This is an optimization exercise on Yosys and OpenROAD, whose aim is small area, not a production implementation.
Where RTL was checked, it was by simulation tests only, not by an equivalence proof against the original.

==> inputs of run a <==
## psum_write_back
module psum_write_back #(
   parameter int DATA_W   = 25,
   parameter int DEPTH    = 8,
   parameter int ADDR_W   = 3,
   parameter int NUM_ROWS = 5
) (
   input  logic                         clk,
   input  logic                         rst_n,
   input  logic                         start_init,
   input  logic                         p_valid_data,
   input  logic                         p_filter_end,
   input  logic [NUM_ROWS*4*DATA_W-1:0] pe_data,
   output logic [DATA_W-1:0]            out_port0,
   output logic [DATA_W-1:0]            out_port1,
   output logic                         port0_valid,
   output logic                         port1_valid,
   output logic                         start_conv
);
   localparam logic [2:0] S_IDLE = 3'd0, S_INIT = 3'd1, S_ACCUM = 3'd2, S_DRAIN = 3'd3, S_DONE = 3'd4;
   logic [2:0]        r_state;
   logic [2:0]        r_cnt;      
   logic [1:0]        r_phase;
   logic [DATA_W-1:0] r_buf [NUM_ROWS][DEPTH];    
   logic run, st_init, st_accum, st_drain, st_done, beat, cnt_last, ph_last, shift;
   logic [DATA_W-1:0] w_acc [NUM_ROWS];
   logic [DATA_W-1:0] w_tail [NUM_ROWS];
   logic [DATA_W-1:0] s1, c1, d, s2, c2, e, s3, c3;
   assign run      = !rst_n && !start_init;
   assign st_init  = (r_state == S_INIT);
   assign st_accum = (r_state == S_ACCUM);
   assign st_drain = (r_state == S_DRAIN);
   assign st_done  = (r_state == S_DONE);
   assign beat     = st_accum && p_valid_data;
   assign cnt_last = (r_cnt == 3'd7);
   assign ph_last  = (r_phase == 2'd2);
  ...
==> module psum_write_back, before the edit <==
module psum_write_back #(
   parameter int DATA_W   = 25,
   parameter int DEPTH    = 8,
   parameter int ADDR_W   = 3,
   parameter int NUM_ROWS = 5
) (
   input  logic                         clk,
   input  logic                         rst_n,
   input  logic                         start_init,
   input  logic                         p_valid_data,
   input  logic                         p_filter_end,
   input  logic [NUM_ROWS*4*DATA_W-1:0] pe_data,
   output logic [DATA_W-1:0]            out_port0,
   output logic [DATA_W-1:0]            out_port1,
   output logic                         port0_valid,
   output logic                         port1_valid,
   output logic                         start_conv
);
   localparam logic [2:0] S_IDLE = 3'd0, S_INIT = 3'd1, S_ACCUM = 3'd2, S_DRAIN = 3'd3, S_DONE = 3'd4;
   logic [2:0]        r_state;
   logic [2:0]        r_cnt;      
   logic [1:0]        r_phase;
   logic [DATA_W-1:0] r_buf [NUM_ROWS][DEPTH];    
   logic run, st_init, st_accum, st_drain, st_done, beat, cnt_last, ph_last, shift;
   logic [DATA_W-1:0] w_acc [NUM_ROWS];
   logic [DATA_W-1:0] w_tail [NUM_ROWS];
   logic [DATA_W-1:0] s1, c1, d, s2, c2, e, s3, c3;
   assign run      = !rst_n && !start_init;
   assign st_init  = (r_state == S_INIT);
   assign st_accum = (r_state == S_ACCUM);
   assign st_drain = (r_state == S_DRAIN);
   assign st_done  = (r_state == S_DONE);
   assign beat     = st_accum && p_valid_data;
   assign cnt_last = (r_cnt == 3'd7);
   assign ph_last  = (r_phase == 2'd2);
   assign shift    = run && (st_init || st_drain || beat);
   always_ff @(posedge clk) begin
      if (rst_n) begin
         r_state <= S_IDLE;
         r_cnt   <= '0;
         r_phase <= '0;
      end else if (start_init) begin
         r_state <= S_INIT;
         r_cnt   <= '0;
         r_phase <= '0;
      end else begin
         if (st_init || st_drain || beat) r_cnt <= r_cnt + 3'd1;
         if (st_drain && cnt_last) r_phase <= ph_last ? 2'd0 : r_phase + 2'd1;
         case (r_state)
            S_INIT:  if (cnt_last) r_state <= S_DONE;
            S_DONE:  r_state <= S_ACCUM;
            S_ACCUM: if (beat && p_filter_end && cnt_last) r_state <= S_DRAIN;
            S_DRAIN: if (cnt_last && ph_last) r_state <= S_DONE;
            default: r_state <= r_state;
         endcase
      end
   end
   always_comb begin
      for (int r = 0; r < NUM_ROWS; r++) begin
         s1 = pe_data[(r*4+0)*DATA_W +: DATA_W] ^ pe_data[(r*4+1)*DATA_W +: DATA_W] ^ pe_data[(r*4+2)*DATA_W +: DATA_W];
         c1 = ((pe_data[(r*4+0)*DATA_W +: DATA_W] & pe_data[(r*4+1)*DATA_W +: DATA_W]) |
               (pe_data[(r*4+0)*DATA_W +: DATA_W] & pe_data[(r*4+2)*DATA_W +: DATA_W]) |
               (pe_data[(r*4+1)*DATA_W +: DATA_W] & pe_data[(r*4+2)*DATA_W +: DATA_W])) << 1;
         d  = pe_data[(r*4+3)*DATA_W +: DATA_W];
         s2 = s1 ^ c1 ^ d;
         c2 = ((s1 & c1) | (s1 & d) | (c1 & d)) << 1;
         e  = r_buf[r][0];
         s3 = s2 ^ c2 ^ e;
         c3 = ((s2 & c2) | (s2 & e) | (c2 & e)) << 1;
         w_acc[r] = s3 + c3;
         if (beat)
            w_tail[r] = w_acc[r];
         else if (st_drain && r + 2 < NUM_ROWS)
            w_tail[r] = r_buf[r+2][0];
         else
            w_tail[r] = '0;
      end
   end
   always_ff @(posedge clk) begin
      if (shift) begin
         for (int r = 0; r < NUM_ROWS; r++) begin
            for (int i = 0; i < DEPTH - 1; i++) r_buf[r][i] <= r_buf[r][i+1];
            r_buf[r][DEPTH-1] <= w_tail[r];
         end
      end
   end
   always_ff @(posedge clk) begin
      port0_valid <= run && st_drain;
      port1_valid <= run && st_drain && !ph_last;
      start_conv  <= run && st_done;
      out_port0   <= (run && st_drain) ? r_buf[0][0] : '0;
      out_port1   <= (run && st_drain) ? r_buf[1][0] : '0;
   end
endmodule
Settings: LEC_CHECK=0, CAP_MARGIN=20, CORE_MARGIN=2, CORE_UTILIZATION=45, SLEW_MARGIN=20; clock period 7.5 ns.
run.sh (not shown) runs the stock make flow with config.mk's settings and CLKGATE_MAP_FILE= SYNTH_SCRIPT=/design/flow/synth_recipe.tcl, a recipe that flattens the netlist after the stock synthesis.
==> inputs of run b, as changes to run a <==
--- a/flow/design.v
+++ b/flow/design.v
@@ -18,12 +18,16 @@
 );
    localparam logic [2:0] S_IDLE = 3'd0, S_INIT = 3'd1, S_ACCUM = 3'd2, S_DRAIN = 3'd3, S_DONE = 3'd4;
+   localparam int NB = 2;                        
    logic [2:0]        r_state;
-   logic [2:0]        r_cnt;      
+   logic [2:0]        r_cnt;                     
    logic [1:0]        r_phase;
-   logic [DATA_W-1:0] r_buf [NUM_ROWS][DEPTH];    
-   logic run, st_init, st_accum, st_drain, st_done, beat, cnt_last, ph_last, shift;
+   logic [DATA_W-1:0] r_buf [NUM_ROWS][DEPTH];   
+   logic [NB-1:0]     r_bc  [NUM_ROWS];          
+   logic run, st_init, st_accum, st_drain, st_done, beat, cnt_last, ph_last, drain_first, shift;
    logic [DATA_W-1:0] w_acc [NUM_ROWS];
+   logic [NB-1:0]     w_acc_bc [NUM_ROWS];
    logic [DATA_W-1:0] w_tail [NUM_ROWS];
-   logic [DATA_W-1:0] s1, c1, d, s2, c2, e, s3, c3;
+   logic [NB-1:0]     w_tail_bc [NUM_ROWS];
+   logic [DATA_W-1:0] w_fix [NUM_ROWS];
    assign run      = !rst_n && !start_init;
    assign st_init  = (r_state == S_INIT);
@@ -34,5 +38,6 @@
    assign cnt_last = (r_cnt == 3'd7);
    assign ph_last  = (r_phase == 2'd2);
-   assign shift    = run && (st_init || st_drain || beat);
+   assign drain_first = (r_cnt == 3'd0) && (r_phase == 2'd0);
+   assign shift    = run && (st_init || (st_drain && !drain_first) || st_done || beat);
    always_ff @(posedge clk) begin
       if (rst_n) begin
@@ -56,17 +61,14 @@
       end
    end
+   for (genvar r = 0; r < NUM_ROWS; r++) begin : g_row
+      psum_add5 #(.W(DATA_W)) u_add (
+         .a(pe_data[(r*4+0)*DATA_W +: DATA_W]), .b(pe_data[(r*4+1)*DATA_W +: DATA_W]),
+         .c(pe_data[(r*4+2)*DATA_W +: DATA_W]), .d(pe_data[(r*4+3)*DATA_W +: DATA_W]),
+         .e(r_buf[r][0]), .y(w_acc[r]), .bc(w_acc_bc[r]));
+      psum_fix #(.W(DATA_W)) u_fix (.x(r_buf[r][DEPTH-1]), .bc(r_bc[r]), .y(w_fix[r]));
+   end
    always_comb begin
       for (int r = 0; r < NUM_ROWS; r++) begin
-         s1 = pe_data[(r*4+0)*DATA_W +: DATA_W] ^ pe_data[(r*4+1)*DATA_W +: DATA_W] ^ pe_data[(r*4+2)*DATA_W +: DATA_W];
-         c1 = ((pe_data[(r*4+0)*DATA_W +: DATA_W] & pe_data[(r*4+1)*DATA_W +: DATA_W]) |
-               (pe_data[(r*4+0)*DATA_W +: DATA_W] & pe_data[(r*4+2)*DATA_W +: DATA_W]) |
-               (pe_data[(r*4+1)*DATA_W +: DATA_W] & pe_data[(r*4+2)*DATA_W +: DATA_W])) << 1;
-         d  = pe_data[(r*4+3)*DATA_W +: DATA_W];
-         s2 = s1 ^ c1 ^ d;
-         c2 = ((s1 & c1) | (s1 & d) | (c1 & d)) << 1;
-         e  = r_buf[r][0];
-         s3 = s2 ^ c2 ^ e;
-         c3 = ((s2 & c2) | (s2 & e) | (c2 & e)) << 1;
-         w_acc[r] = s3 + c3;
+         w_tail_bc[r] = beat ? w_acc_bc[r] : '0;
          if (beat)
             w_tail[r] = w_acc[r];
@@ -80,6 +82,8 @@
       if (shift) begin
          for (int r = 0; r < NUM_ROWS; r++) begin
-            for (int i = 0; i < DEPTH - 1; i++) r_buf[r][i] <= r_buf[r][i+1];
+            for (int i = 0; i < DEPTH - 2; i++) r_buf[r][i] <= r_buf[r][i+1];
+            r_buf[r][DEPTH-2] <= w_fix[r];
             r_buf[r][DEPTH-1] <= w_tail[r];
+            r_bc[r]           <= w_tail_bc[r];
          end
       end
@@ -89,6 +93,61 @@
       port1_valid <= run && st_drain && !ph_last;
       start_conv  <= run && st_done;
-      out_port0   <= (run && st_drain) ? r_buf[0][0] : '0;
-      out_port1   <= (run && st_drain) ? r_buf[1][0] : '0;
    end
+   assign out_port0 = port0_valid ? r_buf[0][0] : '0;
+   assign out_port1 = port1_valid ? r_buf[1][0] : '0;
 endmodule
+module psum_add5 #(parameter int W = 25) (
+   input  logic [W-1:0] a, b, c, d, e,
+   output logic [W-1:0] y,
+   output logic [1:0]   bc
+);
+   logic [W-1:0] s1, m1, s2, m2, s3, m3, k;
+   for (genvar i = 0; i < W - 1; i++) begin : g_l1
+      psum_fa u (.a(a[i]), .b(b[i]), .c(c[i]), .s(s1[i]), .co(m1[i]));
+   end
+   psum_ha u_l2_0 (.a(s1[0]), .b(d[0]), .s(s2[0]), .co(m2[0]));
+   for (genvar i = 1; i < W - 1; i++) begin : g_l2
+      psum_fa u (.a(s1[i]), .b(m1[i-1]), .c(d[i]), .s(s2[i]), .co(m2[i]));
+   end
+   psum_ha u_l3_0 (.a(s2[0]), .b(e[0]), .s(s3[0]), .co(m3[0]));
+   for (genvar i = 1; i < W - 1; i++) begin : g_l3
+      psum_fa u (.a(s2[i]), .b(m2[i-1]), .c(e[i]), .s(s3[i]), .co(m3[i]));
+   end
+   assign y[0] = s3[0];
+   assign k[0] = 1'b0;
+   for (genvar i = 1; i < W - 1; i++) begin : g_cp
+      if (i == 1 || i == 9 || i == 17) begin : g_h
+         psum_ha u (.a(s3[i]), .b(m3[i-1]), .s(y[i]), .co(k[i]));
+      end else begin : g_f
+         psum_fa u (.a(s3[i]), .b(m3[i-1]), .c(k[i-1]), .s(y[i]), .co(k[i]));
+      end
+   end
+   assign k[W-1] = 1'b0;
+   assign y[W-1] = a[W-1] ^ b[W-1] ^ c[W-1] ^ m1[W-2] ^ d[W-1] ^ m2[W-2] ^ e[W-1] ^ m3[W-2] ^ k[W-2];
+   assign bc = {k[16], k[8]};
+endmodule
+module psum_fix #(parameter int W = 25) (
+   input  logic [W-1:0] x,
+   input  logic [1:0]   bc,
+   output logic [W-1:0] y
+);
+   logic [W-1:0] k;    
+   assign y[8:0] = x[8:0];
+   psum_ha u_9 (.a(x[9]), .b(bc[0]), .s(y[9]), .co(k[9]));
+   for (genvar i = 10; i < W - 1; i++) begin : g_i
+      if (i == 17) begin : g_f
+         psum_fa u (.a(x[i]), .b(k[i-1]), .c(bc[1]), .s(y[i]), .co(k[i]));
+      end else begin : g_h
+         psum_ha u (.a(x[i]), .b(k[i-1]), .s(y[i]), .co(k[i]));
+      end
+   end
+   assign y[W-1] = x[W-1] ^ k[W-2];
+endmodule
+module psum_fa (input logic a, b, c, output logic s, co);
+   assign s  = a ^ b ^ c;
+   assign co = (a & b) | (a & c) | (b & c);
+endmodule
+module psum_ha (input logic a, b, output logic s, co);
+   assign s  = a ^ b;
+   assign co = a & b;
+endmodule
==> flow/flow/run.sh (new file) <==
#!/bin/bash
# Standard ORFS layout (the standard.sh, unchanged synthesis) with two changes:
#  - ports are buffered with the smallest buffer, sky130_fd_sc_hd__buf_1;
#  - CTS uses small clock buffers in small clusters and no dummy loads.
set -euo pipefail
bash standard.sh \
  "BUFFER_PORTS_ARGS=-buffer_cell sky130_fd_sc_hd__buf_1" \
  "CTS_ARGS=-sink_clustering_enable -repair_clock_nets -buf_list sky130_fd_sc_hd__clkbuf_4 -dont_use_dummy_load -sink_clustering_size 11 -sink_clustering_max_diameter 40" \
  finish > flow_make.log 2>&1
==> flow/standard.sh (new file) <==
#!/bin/bash
# synth_recipe.tcl (not shown) runs the flow's synth.tcl, then flattens the netlist and writes it again
# the make line also repeats each setting of config.mk as NAME=value (left out here)
make -C /OpenROAD-flow-scripts/flow DESIGN_CONFIG=/design/flow/config.mk WORK_HOME=/design/flow/orfs CLKGATE_MAP_FILE= SYNTH_SCRIPT=/design/flow/synth_recipe.tcl "${@:-finish}"
SYNTH_HIERARCHICAL = 1   (was unset)
SYNTH_MINIMUM_KEEP_SIZE = 0   (was unset)
removed: flow/run.sh
==> inputs of run c, as changes to run a <==
--- a/flow/design.v
+++ b/flow/design.v
@@ -18,12 +18,16 @@
 );
    localparam logic [2:0] S_IDLE = 3'd0, S_INIT = 3'd1, S_ACCUM = 3'd2, S_DRAIN = 3'd3, S_DONE = 3'd4;
+   localparam int NB = 3;                        
    logic [2:0]        r_state;
-   logic [2:0]        r_cnt;      
+   logic [2:0]        r_cnt;                     
    logic [1:0]        r_phase;
-   logic [DATA_W-1:0] r_buf [NUM_ROWS][DEPTH];    
+   logic [DATA_W-1:0] r_buf [NUM_ROWS][DEPTH];   
+   logic [NB-1:0]     r_bc  [NUM_ROWS];          
    logic run, st_init, st_accum, st_drain, st_done, beat, cnt_last, ph_last, shift;
    logic [DATA_W-1:0] w_acc [NUM_ROWS];
+   logic [NB-1:0]     w_acc_bc [NUM_ROWS];
    logic [DATA_W-1:0] w_tail [NUM_ROWS];
-   logic [DATA_W-1:0] s1, c1, d, s2, c2, e, s3, c3;
+   logic [NB-1:0]     w_tail_bc [NUM_ROWS];
+   logic [DATA_W-1:0] w_fix [NUM_ROWS];
    assign run      = !rst_n && !start_init;
    assign st_init  = (r_state == S_INIT);
@@ -56,17 +60,14 @@
       end
    end
+   for (genvar r = 0; r < NUM_ROWS; r++) begin : g_row
+      psum_add5 #(.W(DATA_W)) u_add (
+         .a(pe_data[(r*4+0)*DATA_W +: DATA_W]), .b(pe_data[(r*4+1)*DATA_W +: DATA_W]),
+         .c(pe_data[(r*4+2)*DATA_W +: DATA_W]), .d(pe_data[(r*4+3)*DATA_W +: DATA_W]),
+         .e(r_buf[r][0]), .y(w_acc[r]), .bc(w_acc_bc[r]));
+      psum_fix #(.W(DATA_W)) u_fix (.x(r_buf[r][DEPTH-1]), .bc(r_bc[r]), .y(w_fix[r]));
+   end
    always_comb begin
       for (int r = 0; r < NUM_ROWS; r++) begin
-         s1 = pe_data[(r*4+0)*DATA_W +: DATA_W] ^ pe_data[(r*4+1)*DATA_W +: DATA_W] ^ pe_data[(r*4+2)*DATA_W +: DATA_W];
-         c1 = ((pe_data[(r*4+0)*DATA_W +: DATA_W] & pe_data[(r*4+1)*DATA_W +: DATA_W]) |
-               (pe_data[(r*4+0)*DATA_W +: DATA_W] & pe_data[(r*4+2)*DATA_W +: DATA_W]) |
-               (pe_data[(r*4+1)*DATA_W +: DATA_W] & pe_data[(r*4+2)*DATA_W +: DATA_W])) << 1;
-         d  = pe_data[(r*4+3)*DATA_W +: DATA_W];
-         s2 = s1 ^ c1 ^ d;
-         c2 = ((s1 & c1) | (s1 & d) | (c1 & d)) << 1;
-         e  = r_buf[r][0];
-         s3 = s2 ^ c2 ^ e;
-         c3 = ((s2 & c2) | (s2 & e) | (c2 & e)) << 1;
-         w_acc[r] = s3 + c3;
+         w_tail_bc[r] = beat ? w_acc_bc[r] : '0;
          if (beat)
             w_tail[r] = w_acc[r];
@@ -80,6 +81,8 @@
       if (shift) begin
          for (int r = 0; r < NUM_ROWS; r++) begin
-            for (int i = 0; i < DEPTH - 1; i++) r_buf[r][i] <= r_buf[r][i+1];
+            for (int i = 0; i < DEPTH - 2; i++) r_buf[r][i] <= r_buf[r][i+1];
+            r_buf[r][DEPTH-2] <= w_fix[r];
             r_buf[r][DEPTH-1] <= w_tail[r];
+            r_bc[r]           <= w_tail_bc[r];
          end
       end
@@ -93,2 +96,52 @@
    end
 endmodule
+module psum_add5 #(parameter int W = 25) (
+   input  logic [W-1:0] a, b, c, d, e,
+   output logic [W-1:0] y,
+   output logic [2:0]   bc
+);
+   logic [W-1:0] s1, c1, s2, c2, s3, c3;
+   logic [W:0]   k;
+   psum_csa #(.W(W)) u1 (.a(a),  .b(b),  .c(c), .s(s1), .cy(c1));
+   psum_csa #(.W(W)) u2 (.a(s1), .b(c1), .c(d), .s(s2), .cy(c2));
+   psum_csa #(.W(W)) u3 (.a(s2), .b(c2), .c(e), .s(s3), .cy(c3));
+   always_comb begin
+      k[0] = 1'b0;
+      for (int i = 0; i < W; i++) begin
+         y[i]   = s3[i] ^ c3[i] ^ k[i];
+         k[i+1] = (s3[i] & c3[i]) | (s3[i] & k[i]) | (c3[i] & k[i]);
+         if (i + 1 == 7 || i + 1 == 13 || i + 1 == 19) k[i+1] = 1'b0;
+      end
+   end
+   assign bc = {(s3[18] & c3[18]) | (s3[18] & k[18]) | (c3[18] & k[18]),
+                (s3[12] & c3[12]) | (s3[12] & k[12]) | (c3[12] & k[12]),
+                (s3[6]  & c3[6])  | (s3[6]  & k[6])  | (c3[6]  & k[6])};
+endmodule
+module psum_fix #(parameter int W = 25) (
+   input  logic [W-1:0] x,
+   input  logic [2:0]   bc,
+   output logic [W-1:0] y
+);
+   logic [W:0] k;
+   always_comb begin
+      k = '0;
+      for (int i = 0; i < W; i++) begin
+         if (i == 7 || i == 13 || i == 19) begin
+            y[i]   = x[i] ^ k[i] ^ bc[(i - 7) / 6];
+            k[i+1] = (x[i] & k[i]) | (x[i] & bc[(i - 7) / 6]) | (k[i] & bc[(i - 7) / 6]);
+         end else begin
+            y[i]   = x[i] ^ k[i];
+            k[i+1] = x[i] & k[i];
+         end
+      end
+   end
+endmodule
+module psum_csa #(parameter int W = 25) (
+   input  logic [W-1:0] a, b, c,
+   output logic [W-1:0] s, cy
+);
+   logic [W-1:0] m;
+   assign s  = a ^ b ^ c;
+   assign m  = (a & b) | (a & c) | (b & c);
+   assign cy = {m[W-2:0], 1'b0};
+endmodule
CTS_BUF_LIST = sky130_fd_sc_hd__clkbuf_4   (was unset)
SYNTH_HIERARCHICAL = 1   (was unset)
SYNTH_MINIMUM_KEEP_SIZE = 0   (was unset)
==> notes <==
- Core utilization, highest first: run a, run c, run b.
- Sequential cell count, lowest first: run b, run a, run c.
- Of run b and run c, run c has the higher non-clock buffer count (gap 2).
- Against run b, the synthesized area of run a is larger by 8.5%.
- Wire length: run b < run c < run a.
- Final cell count: run b is lower than run c (12%).
- Setup slack: run c > run a > run b.
- In run b the global-route usage is lower than in run c, by 1.0 points.
For run a and run c, only the layout was checked, not whether the RTL still works.

## what the ideal ports hide
In the flow no input, the clock included, has a driving cell. The finished layouts below were timed again as built, in two steps. Step 1 assumes that a clkbuf_16 drives the clock port and a buf_2 every other input. Step 2 times the ports against the registers' clock, not the clock port: input delays grow and output delays shrink by t, the midpoint of the rising clock arrivals with the driver on. Three values: ideal, step 1, step 2; two values: the first two.
run	t, ns	slack for setup (ns)	hold WS [ns]	cell pins on the clock port's net
run a	0.730	1.638 / 1.664 / 0.934	0.404 / 0.404 / 0.404	1
run b	1.020	1.486 / 1.530 / 0.509	0.366 / 0.366 / 0.366	1
run c	1.120	2.216 / 2.255 / 1.135	0.371 / 0.371 / 0.371	1
After both steps every run listed still meets setup and hold. For run c, which loses most, drivers alone change the setup slack by +0.039 ns; drivers and shift together by -1.081 ns.
